Source: an optimization exercise on an open RTL-to-GDS flow (aim: a short achievable clock period and few clock cycles per item). Production flows keep margins and buffers that such runs may drop.
Function was checked by simulation only, so behaviour that the tests miss may differ from the original.
Power figures rest on the tool's default switching activity, not on a simulated workload.

==> indigo: inputs <==
==> flow/design.v <==
`default_nettype none
package bmhi_pkg;
  localparam int KEY_W         = 32;
  localparam int TAG_W         = 16;
  localparam int IDX_W         = 4;
  localparam int CNT_W         = 5;
  localparam int OP_W          = 2;
  localparam int DEPTH_DEFAULT = 16;
  localparam int IN_DATA_W     = 56;
  localparam int OUT_DATA_W    = 56;
  localparam int OUT_PAD_W     = OUT_DATA_W - KEY_W - TAG_W - CNT_W;
  localparam int ENT_W         = KEY_W + TAG_W;
  localparam int RES_W         = OUT_DATA_W + 1;    
  localparam logic [CNT_W-1:0] CAP_RESET = 5'd16;
  localparam logic [OP_W-1:0] OP_INSERT = 2'd0;
  localparam logic [OP_W-1:0] OP_READ   = 2'd1;
  localparam logic [OP_W-1:0] OP_CLEAR  = 2'd2;
  localparam logic [OP_W-1:0] OP_NOP    = 2'd3;
endpackage
`default_nettype wire
`default_nettype none
module bmhi_ctrl (
  input  wire        clk,
  input  wire        rst,
  input  wire        in_valid,
  output logic       in_ready,
  input  wire        out_ready,
  output logic       take,        
  output logic       p_v,         
  output logic       e_v,         
  output logic       h_v,         
  output logic       hload,       
  output logic       f_rd,        
  output logic       f_byp,       
  output logic [1:0] f_rp,        
  output logic [1:0] f_wp         
);
  logic [2:0] f_n;
  logic [2:0] tot;
  logic       f_empty;
  logic       pop;
  logic       t_le2, t_eq3, t_eq4;
  assign take    = in_valid & in_ready;
  assign pop     = h_v & out_ready;
  assign f_empty = (f_n == 3'd0);
  assign hload   = (!h_v | out_ready) & (!f_empty | e_v);
  assign f_rd    = hload;
  assign f_byp   = f_empty;
  assign t_le2 = (tot <= 3'd2);
  assign t_eq3 = (tot == 3'd3);
  assign t_eq4 = (tot == 3'd4);
  always_ff @(posedge clk) begin
    if (rst) begin
      p_v      <= 1'b0;
      e_v      <= 1'b0;
      h_v      <= 1'b0;
      f_n      <= 3'd0;
      f_rp     <= 2'd0;
      f_wp     <= 2'd0;
      tot      <= 3'd0;
      in_ready <= 1'b1;
    end else begin
      p_v  <= take;
      e_v  <= p_v;
      h_v  <= hload | (h_v & !out_ready);
      f_n  <= f_n + 3'(e_v) - 3'(hload);
      f_wp <= f_wp + 2'(e_v);
      f_rp <= f_rp + 2'(hload);
      tot  <= tot + 3'(take) - 3'(pop);
      in_ready <= t_le2 ? 1'b1 :
                  t_eq3 ? (!take | pop) :
                  t_eq4 ? (!take & pop) : 1'b0;
    end
  end
endmodule
`default_nettype wire
`default_nettype none
module bmhi_dpath (
  input  wire                                clk,
  input  wire                                rst,
  input  wire  [bmhi_pkg::IN_DATA_W-1:0]     in_data,
  input  wire  [bmhi_pkg::OP_W-1:0]          in_user,
  input  wire                                cfg_valid,
  input  wire  [bmhi_pkg::CNT_W-1:0]         cfg_data,
  input  wire                                p_v,
  input  wire                                e_v,
  input  wire                                hload,
  input  wire                                f_byp,
  input  wire  [1:0]                         f_rp,
  input  wire  [1:0]                         f_wp,
  output logic [bmhi_pkg::OUT_DATA_W-1:0]    out_data,
  output logic                               out_user
);
  localparam int N  = bmhi_pkg::DEPTH_DEFAULT;
  localparam int KW = bmhi_pkg::KEY_W;
  localparam int EW = bmhi_pkg::ENT_W;
  localparam int CW = bmhi_pkg::CNT_W;
  localparam int RW = bmhi_pkg::RES_W;
  localparam int IW = bmhi_pkg::IDX_W;
  logic [EW-1:0] mem [N];
  logic [CW-1:0] count;
  logic [CW-1:0] capacity;
  logic [bmhi_pkg::OP_W-1:0] p_op;
  logic [EW-1:0]             p_ent;
  logic [IW-1:0]             p_idx;
  logic [N-1:0]              p_lt;      
  logic                      p_lt_e;    
  logic                      p_lt_p;    
  logic [N-1:0]              p_oh;      
  logic [N-1:0]              p_poh;     
  logic [N-1:0]              p_fwr;     
  logic [N-1:0]              p_ffp;     
  logic                      e_clr;
  logic [EW-1:0]             e_ent;
  logic [N-1:0]              e_lt;      
  logic [N-1:0] e_wr;
  logic         e_insok;
  logic [N-1:0] wr, from_par;
  logic         ins_ok;
  always_comb begin
    ins_ok = e_insok;
    wr     = e_wr;
    for (int s = 0; s < N; s++) from_par[s] = (s != 0) ? e_lt[(s - 1) / 2] : 1'b0;
  end
  always_ff @(posedge clk) begin
    for (int s = 0; s < N; s++) begin
      if (wr[s]) mem[s] <= from_par[s] ? mem[(s - 1) / 2] : e_ent;
    end
  end
  logic [CW-1:0] count_new;
  always_comb begin
    if (e_v && e_clr) count_new = '0;
    else if (ins_ok)  count_new = count + CW'(1);
    else              count_new = count;
  end
  always_ff @(posedge clk) begin
    if (rst) begin
      count    <= '0;
      capacity <= bmhi_pkg::CAP_RESET;
    end else begin
      count    <= count_new;
      if (cfg_valid) capacity <= cfg_data;
    end
  end
  logic         can_ins;
  logic [N-1:0] at_cnt;
  logic [N-1:0] anc;
  always_comb begin
    can_ins = (count_new < capacity) && !count_new[CW-1];
    for (int s = 0; s < N; s++) begin
      anc[s] = 1'b0;
      for (int d = s + 1; d < N; d++) begin
        int x;
        x = d;
        for (int k = 0; k < 4; k++) if (x > s) x = (x - 1) / 2;
        if (x == s && count_new == CW'(d)) anc[s] = 1'b1;
      end
      at_cnt[s] = (count_new == CW'(s));
    end
  end
  localparam int NC = 4;
  localparam int CK = KW / NC;
  localparam int CMPW = 2 * NC;
  function automatic logic [CMPW-1:0] cmp_key(input logic [KW-1:0] a, input logic [KW-1:0] b);
    logic [CK-1:0] ac, bc;
    for (int c = 0; c < NC; c++) begin
      ac = a[c*CK +: CK];
      bc = b[c*CK +: CK];
      if (c == NC - 1) begin
        ac[CK-1] = !ac[CK-1];
        bc[CK-1] = !bc[CK-1];
      end
      cmp_key[c]      = ac < bc;
      cmp_key[NC + c] = ac == bc;
    end
  endfunction
  function automatic logic key_lt(input logic [CMPW-1:0] r);
    key_lt = r[0];
    for (int c = 1; c < NC; c++) key_lt = r[c] | (r[NC + c] & key_lt);
  endfunction
  logic [KW-1:0] in_key;
  logic [CMPW-1:0] cmp [N];
  assign in_key = in_data[KW-1:0];
  always_comb begin
    for (int s = 0; s < N; s++) cmp[s] = cmp_key(mem[s][KW-1:0], in_key);
  end
  logic [CMPW-1:0] p_cmp [N];
  logic [CMPW-1:0] p_cmp_e;
  logic [CMPW-1:0] p_cmp_p;
  always_ff @(posedge clk) begin
    p_op    <= in_user;
    p_ent   <= in_data[EW-1:0];
    p_idx   <= in_data[EW +: IW];
    for (int s = 0; s < N; s++) begin
      p_oh[s]  <= (in_data[EW +: IW] == IW'(s));
      p_poh[s] <= (in_data[EW +: IW] != '0) && (((in_data[EW +: IW] - IW'(1)) >> 1) == IW'(s));
    end
    for (int s = 0; s < N; s++) p_cmp[s] <= cmp[s];
    p_cmp_e <= cmp_key(e_ent[KW-1:0], in_key);
    p_cmp_p <= cmp_key(p_ent[KW-1:0], in_key);
    p_fwr   <= wr;
    p_ffp   <= from_par;
  end
  always_comb begin
    for (int s = 0; s < N; s++) p_lt[s] = key_lt(p_cmp[s]);
    p_lt_e = key_lt(p_cmp_e);
    p_lt_p = key_lt(p_cmp_p);
  end
  logic [N-1:0] lt_a, lt_b;
  always_comb begin
    for (int s = 0; s < N; s++) begin
      if (p_fwr[s]) lt_a[s] = p_ffp[s] ? p_lt[(s - 1) / 2] : p_lt_e;
      else          lt_a[s] = p_lt[s];
    end
    for (int s = 0; s < N; s++) begin
      if (wr[s]) lt_b[s] = from_par[s] ? lt_a[(s - 1) / 2] : p_lt_p;
      else       lt_b[s] = lt_a[s];
    end
  end
  logic [EW-1:0] rd_cur, rd_par;
  logic          rd_wr, rd_fp;
  logic [EW-1:0] rd_next;
  always_comb begin
    rd_cur = '0;
    rd_par = '0;
    for (int s = 0; s < N; s++) begin
      rd_cur = rd_cur | (mem[s] & {EW{p_oh[s]}});
      rd_par = rd_par | (mem[s] & {EW{p_poh[s]}});
    end
    rd_wr   = |(wr & p_oh);
    rd_fp   = |(e_lt & p_poh);
    rd_next = rd_wr ? (rd_fp ? rd_par : e_ent) : rd_cur;
  end
  logic e_rd_ok;
  logic [EW-1:0] e_rd;
  logic p_ins_ok;
  assign p_ins_ok = p_v && (p_op == bmhi_pkg::OP_INSERT) && can_ins;
  always_ff @(posedge clk) begin
    if (rst) begin
      e_insok <= 1'b0;
      e_wr    <= '0;
    end else begin
      e_insok <= p_ins_ok;
      for (int s = 0; s < N; s++) e_wr[s] <= p_ins_ok && (at_cnt[s] || (anc[s] && lt_b[s]));
    end
  end
  always_ff @(posedge clk) begin
    e_clr   <= (p_op == bmhi_pkg::OP_CLEAR);
    e_ent   <= p_ent;
    e_lt    <= lt_b;
    e_rd_ok <= (p_op == bmhi_pkg::OP_READ) && ({1'b0, p_idx} < count_new);
    e_rd    <= rd_next;
  end
  logic          rd_ok;
  logic [EW-1:0] rd_ent;
  logic [RW-1:0] res;
  assign rd_ok  = e_v && e_rd_ok;
  assign rd_ent = rd_ok ? e_rd : '0;
  assign res    = {ins_ok | rd_ok, {bmhi_pkg::OUT_PAD_W{1'b0}}, count_new, rd_ent};
  logic [RW-1:0] fifo [4];
  logic [RW-1:0] head;
  logic [RW-1:0] head_nxt;
  assign head_nxt = f_byp ? res : fifo[f_rp];
  always_ff @(posedge clk) begin
    if (e_v) fifo[f_wp] <= res;
  end
  logic [RW-1:0] head_hold;
  always_ff @(posedge clk) begin
    head_hold <= hload ? head_nxt : head;
    head      <= hload ? head_nxt : head_hold;
  end
  assign out_user = head[RW-1];
  assign out_data = head[bmhi_pkg::OUT_DATA_W-1:0];
endmodule
`default_nettype wire
`default_nettype none
module binary_max_heap_insert_top #(
  parameter int DEPTH = bmhi_pkg::DEPTH_DEFAULT
) (
  input  wire                              clk,
  input  wire                              rst,
  input  wire                              s_axis_tvalid,
  output logic                             s_axis_tready,
  input  wire  [bmhi_pkg::IN_DATA_W-1:0]   s_axis_tdata,
  input  wire  [bmhi_pkg::OP_W-1:0]        s_axis_tuser,
  output logic                             m_axis_tvalid,
  input  wire                              m_axis_tready,
  output logic [bmhi_pkg::OUT_DATA_W-1:0]  m_axis_tdata,
  output logic                             m_axis_tuser,
  input  wire                              cfg_valid,
  output logic                             cfg_ready,
  input  wire  [bmhi_pkg::CNT_W-1:0]       cfg_data
);
  logic       take;
  logic       p_v;
  logic       e_v;
  logic       hload;
  logic       f_rd;
  logic       f_byp;
  logic [1:0] f_rp;
  logic [1:0] f_wp;
  assign cfg_ready = 1'b1;
  bmhi_ctrl u_ctrl (
    .clk       (clk),
    .rst       (rst),
    .in_valid  (s_axis_tvalid),
    .in_ready  (s_axis_tready),
    .out_ready (m_axis_tready),
    .take      (take),
    .p_v       (p_v),
    .e_v       (e_v),
    .h_v       (m_axis_tvalid),
    .hload     (hload),
    .f_rd      (f_rd),
    .f_byp     (f_byp),
    .f_rp      (f_rp),
    .f_wp      (f_wp)
  );
  bmhi_dpath u_dpath (
    .clk       (clk),
    .rst       (rst),
    .in_data   (s_axis_tdata),
    .in_user   (s_axis_tuser),
    .cfg_valid (cfg_valid),
    .cfg_data  (cfg_data),
    .p_v       (p_v),
    .e_v       (e_v),
    .hload     (hload),
    .f_byp     (f_byp),
    .f_rp      (f_rp),
    .f_wp      (f_wp),
    .out_data  (m_axis_tdata),
    .out_user  (m_axis_tuser)
  );
endmodule
`default_nettype wire
==> flow/flow/run.sh <==
#!/bin/bash
# Standard layout with two changes: the port buffers are buf_8 cells, and
# timing repair may pick any cell of the same function (not only ones with
# the same footprint). Each step's output goes to a log file of its own.
set -euo pipefail
bash standard.sh synth > synth.log 2>&1
bash standard.sh finish MATCH_CELL_FOOTPRINT=0 \
  "BUFFER_PORTS_ARGS=-buffer_cell sky130_fd_sc_hd__buf_8" > layout.log 2>&1
==> flow/standard.sh <==
#!/bin/bash
# synth_recipe.tcl (not shown) runs the flow's synth.tcl, then flattens the netlist and writes it again
# the make line also repeats each setting of config.mk as NAME=value (left out here)
make -C /OpenROAD-flow-scripts/flow DESIGN_CONFIG=/design/flow/config.mk WORK_HOME=/design/flow/orfs CLKGATE_MAP_FILE= SYNTH_SCRIPT=/design/flow/synth_recipe.tcl "${@:-finish}"
==> flow/config.mk <==
export PLATFORM = sky130hd
export DESIGN_NAME = binary_max_heap_insert_top
export DESIGN_NICKNAME = binary_max_heap_insert_top
export VERILOG_FILES = /design/flow/design.v
export SDC_FILE = /design/flow/constraint.sdc
export NUM_CORES = 4
export LEC_CHECK = 0
export ABC_CLOCK_PERIOD_IN_PS = 2200
export CAP_MARGIN = 20
export CORE_MARGIN = 2
export CORE_UTILIZATION = 70
export SETUP_SLACK_MARGIN = 3.8
export SLEW_MARGIN = 20
export TNS_END_PERCENT = 100
==> flow/constraint.sdc <==
create_clock -name core_clock -period 6.0 [get_ports {clk}]
set_input_delay 1.2000 -clock core_clock [delete_from_list [all_inputs] [get_ports {clk}]]
set_output_delay 1.2000 -clock core_clock [all_outputs]
set_load 0.01 [all_outputs]
==> ember: changes against indigo <==
--- a/flow/design.v
+++ b/flow/design.v
@@ -101,4 +101,7 @@
   logic [CW-1:0] count;
   logic [CW-1:0] capacity;
+  logic          can_ins;    
+  logic [N-1:0]  at_cnt;     
+  logic [N-1:0]  anc;        
   logic [bmhi_pkg::OP_W-1:0] p_op;
   logic [EW-1:0]             p_ent;
@@ -107,19 +110,17 @@
   logic                      p_lt_e;    
   logic                      p_lt_p;    
-  logic [N-1:0]              p_oh;      
-  logic [N-1:0]              p_poh;     
   logic [N-1:0]              p_fwr;     
   logic [N-1:0]              p_ffp;     
-  logic                      e_clr;
+  logic                      e_ins, e_clr;
   logic [EW-1:0]             e_ent;
   logic [N-1:0]              e_lt;      
-  logic [N-1:0] e_wr;
-  logic         e_insok;
+  logic ins_ok;
+  assign ins_ok = e_v && e_ins && can_ins;
   logic [N-1:0] wr, from_par;
-  logic         ins_ok;
   always_comb begin
-    ins_ok = e_insok;
-    wr     = e_wr;
-    for (int s = 0; s < N; s++) from_par[s] = (s != 0) ? e_lt[(s - 1) / 2] : 1'b0;
+    for (int s = 0; s < N; s++) begin
+      wr[s]       = ins_ok && (at_cnt[s] || (anc[s] && e_lt[s]));
+      from_par[s] = (s != 0) ? e_lt[(s - 1) / 2] : 1'b0;
+    end
   end
   always_ff @(posedge clk) begin
@@ -129,8 +130,10 @@
   end
   logic [CW-1:0] count_new;
+  logic [CW-1:0] cap_new;
   always_comb begin
     if (e_v && e_clr) count_new = '0;
     else if (ins_ok)  count_new = count + CW'(1);
     else              count_new = count;
+    cap_new = cfg_valid ? cfg_data : capacity;
   end
   always_ff @(posedge clk) begin
@@ -138,23 +141,23 @@
       count    <= '0;
       capacity <= bmhi_pkg::CAP_RESET;
+      can_ins  <= 1'b1;
+      at_cnt   <= N'(1);
+      anc      <= '0;
     end else begin
       count    <= count_new;
-      if (cfg_valid) capacity <= cfg_data;
-    end
-  end
-  logic         can_ins;
-  logic [N-1:0] at_cnt;
-  logic [N-1:0] anc;
-  always_comb begin
-    can_ins = (count_new < capacity) && !count_new[CW-1];
-    for (int s = 0; s < N; s++) begin
-      anc[s] = 1'b0;
-      for (int d = s + 1; d < N; d++) begin
-        int x;
-        x = d;
-        for (int k = 0; k < 4; k++) if (x > s) x = (x - 1) / 2;
-        if (x == s && count_new == CW'(d)) anc[s] = 1'b1;
+      capacity <= cap_new;
+      can_ins  <= (count_new < cap_new) && !count_new[CW-1];
+      for (int s = 0; s < N; s++) begin
+        logic a;
+        a = 1'b0;
+        for (int d = s + 1; d < N; d++) begin
+          int x;
+          x = d;
+          for (int k = 0; k < 4; k++) if (x > s) x = (x - 1) / 2;
+          if (x == s && count_new == CW'(d)) a = 1'b1;
+        end
+        at_cnt[s] <= (count_new == CW'(s));
+        anc[s]    <= a;
       end
-      at_cnt[s] = (count_new == CW'(s));
     end
   end
@@ -192,8 +195,4 @@
     p_ent   <= in_data[EW-1:0];
     p_idx   <= in_data[EW +: IW];
-    for (int s = 0; s < N; s++) begin
-      p_oh[s]  <= (in_data[EW +: IW] == IW'(s));
-      p_poh[s] <= (in_data[EW +: IW] != '0) && (((in_data[EW +: IW] - IW'(1)) >> 1) == IW'(s));
-    end
     for (int s = 0; s < N; s++) p_cmp[s] <= cmp[s];
     p_cmp_e <= cmp_key(e_ent[KW-1:0], in_key);
@@ -222,28 +221,14 @@
   logic [EW-1:0] rd_next;
   always_comb begin
-    rd_cur = '0;
-    rd_par = '0;
-    for (int s = 0; s < N; s++) begin
-      rd_cur = rd_cur | (mem[s] & {EW{p_oh[s]}});
-      rd_par = rd_par | (mem[s] & {EW{p_poh[s]}});
-    end
-    rd_wr   = |(wr & p_oh);
-    rd_fp   = |(e_lt & p_poh);
+    rd_cur  = mem[p_idx];
+    rd_par  = mem[(p_idx - IW'(1)) >> 1];
+    rd_wr   = wr[p_idx];
+    rd_fp   = from_par[p_idx];
     rd_next = rd_wr ? (rd_fp ? rd_par : e_ent) : rd_cur;
   end
   logic e_rd_ok;
   logic [EW-1:0] e_rd;
-  logic p_ins_ok;
-  assign p_ins_ok = p_v && (p_op == bmhi_pkg::OP_INSERT) && can_ins;
-  always_ff @(posedge clk) begin
-    if (rst) begin
-      e_insok <= 1'b0;
-      e_wr    <= '0;
-    end else begin
-      e_insok <= p_ins_ok;
-      for (int s = 0; s < N; s++) e_wr[s] <= p_ins_ok && (at_cnt[s] || (anc[s] && lt_b[s]));
-    end
-  end
   always_ff @(posedge clk) begin
+    e_ins   <= (p_op == bmhi_pkg::OP_INSERT);
     e_clr   <= (p_op == bmhi_pkg::OP_CLEAR);
     e_ent   <= p_ent;
Settings changed: CORE_UTILIZATION 70 to 50, TNS_END_PERCENT 100 to 20.
==> notes <==
Sequential share of layout area: indigo is higher than ember (7.4 points).
Between indigo and ember, the lower utilization is in ember (gap 21 points).
Against ember, the non-clock buffer count of indigo is lower by 340.
In ember the clock skew is higher than in indigo, by 0.020 ns.
In ember the first-iteration DRC count is larger than in indigo, by about 14%.
Against indigo, the cell count of ember is higher by about 30%.
Against indigo, the critical path depth of ember is higher by 4.
Against indigo, the flip-flop and latch count of ember is lower by 16.
Between indigo and ember, the lower worst hold slack is in ember (gap 0.0011 ns).
==> figures <==
metric                                                          indigo             ember
Result of the run                             timing/DRC/antenna clean  timing/DRC/antenna clean
Critical Path AT                                               3.14 ns           3.61 ns
Post-Route Utilization                                          0.8246            0.6169
Die area                                                     90020 µm²        136500 µm²
Achievable clock frequency                                  0.4081 GHz        0.3494 GHz
Layout clock buffers                                               199               214
Peak ir drop on the vdd network                              0.7417 mV         0.2829 mV
Power density over cell area                              343.7 nW/µm²      321.0 nW/µm²
Combinational share of power                                     0.173             0.204
Crit path to                                           u_dpath.e_wr[5]   u_dpath.e_rd[0]
Critical-path maximum fanout                                        33                13
Diode count                                                         11                30
Total iterations of the first detailed-routing run                   7                12
Fraction of power spent switching nets                          0.2635            0.2872
Worst max-slew margin expressed relative to the limit           0.1288            0.1605
Area used by multi-input combinational logic                 23250 µm²         28450 µm²
Buf/Inv on CP                                                        1                 4
Storage element area                                         38230 µm²         37740 µm²
Worst Setup SP                                         u_dpath.e_wr[5]  u_dpath.p_idx[2]
Testbench counts of indigo, summed over its fixed seeds: cycles 4,824, items 4,800.
Testbench counts of ember, summed over its fixed seeds: cycles 4,824, items 4,800.

==> static timing again, ports no longer ideal <==
No port has a modelled driver above. Below, the same layouts with a new extraction and two added sets of constraints.
Step 1 assumes that a clkbuf_16 drives the clock port and a buf_2 every other input.
Step 2 also shifts input and output timing later by t, the mid clock arrival at the registers, as if the neighbouring blocks saw the same clock.
Slacks: no drivers / after step 1 / after step 2; pairs: no drivers / after step 1.
| run | t, ns | setup WS [ns] | worst data-port slew with drivers (ns) | pins driven straight from the clock port |
|---|---|---|---|---|
| indigo | 0.833 | 3.550 / 3.493 / 2.986 | 0.21 | 1 |
| ember | 0.905 | 3.138 / 3.138 / 2.693 | 0.14 | 1 |
After both steps every run listed still meets setup and hold. The setup slack of indigo, which loses most, moves by -0.057 ns with the drivers and by -0.564 ns with both steps.
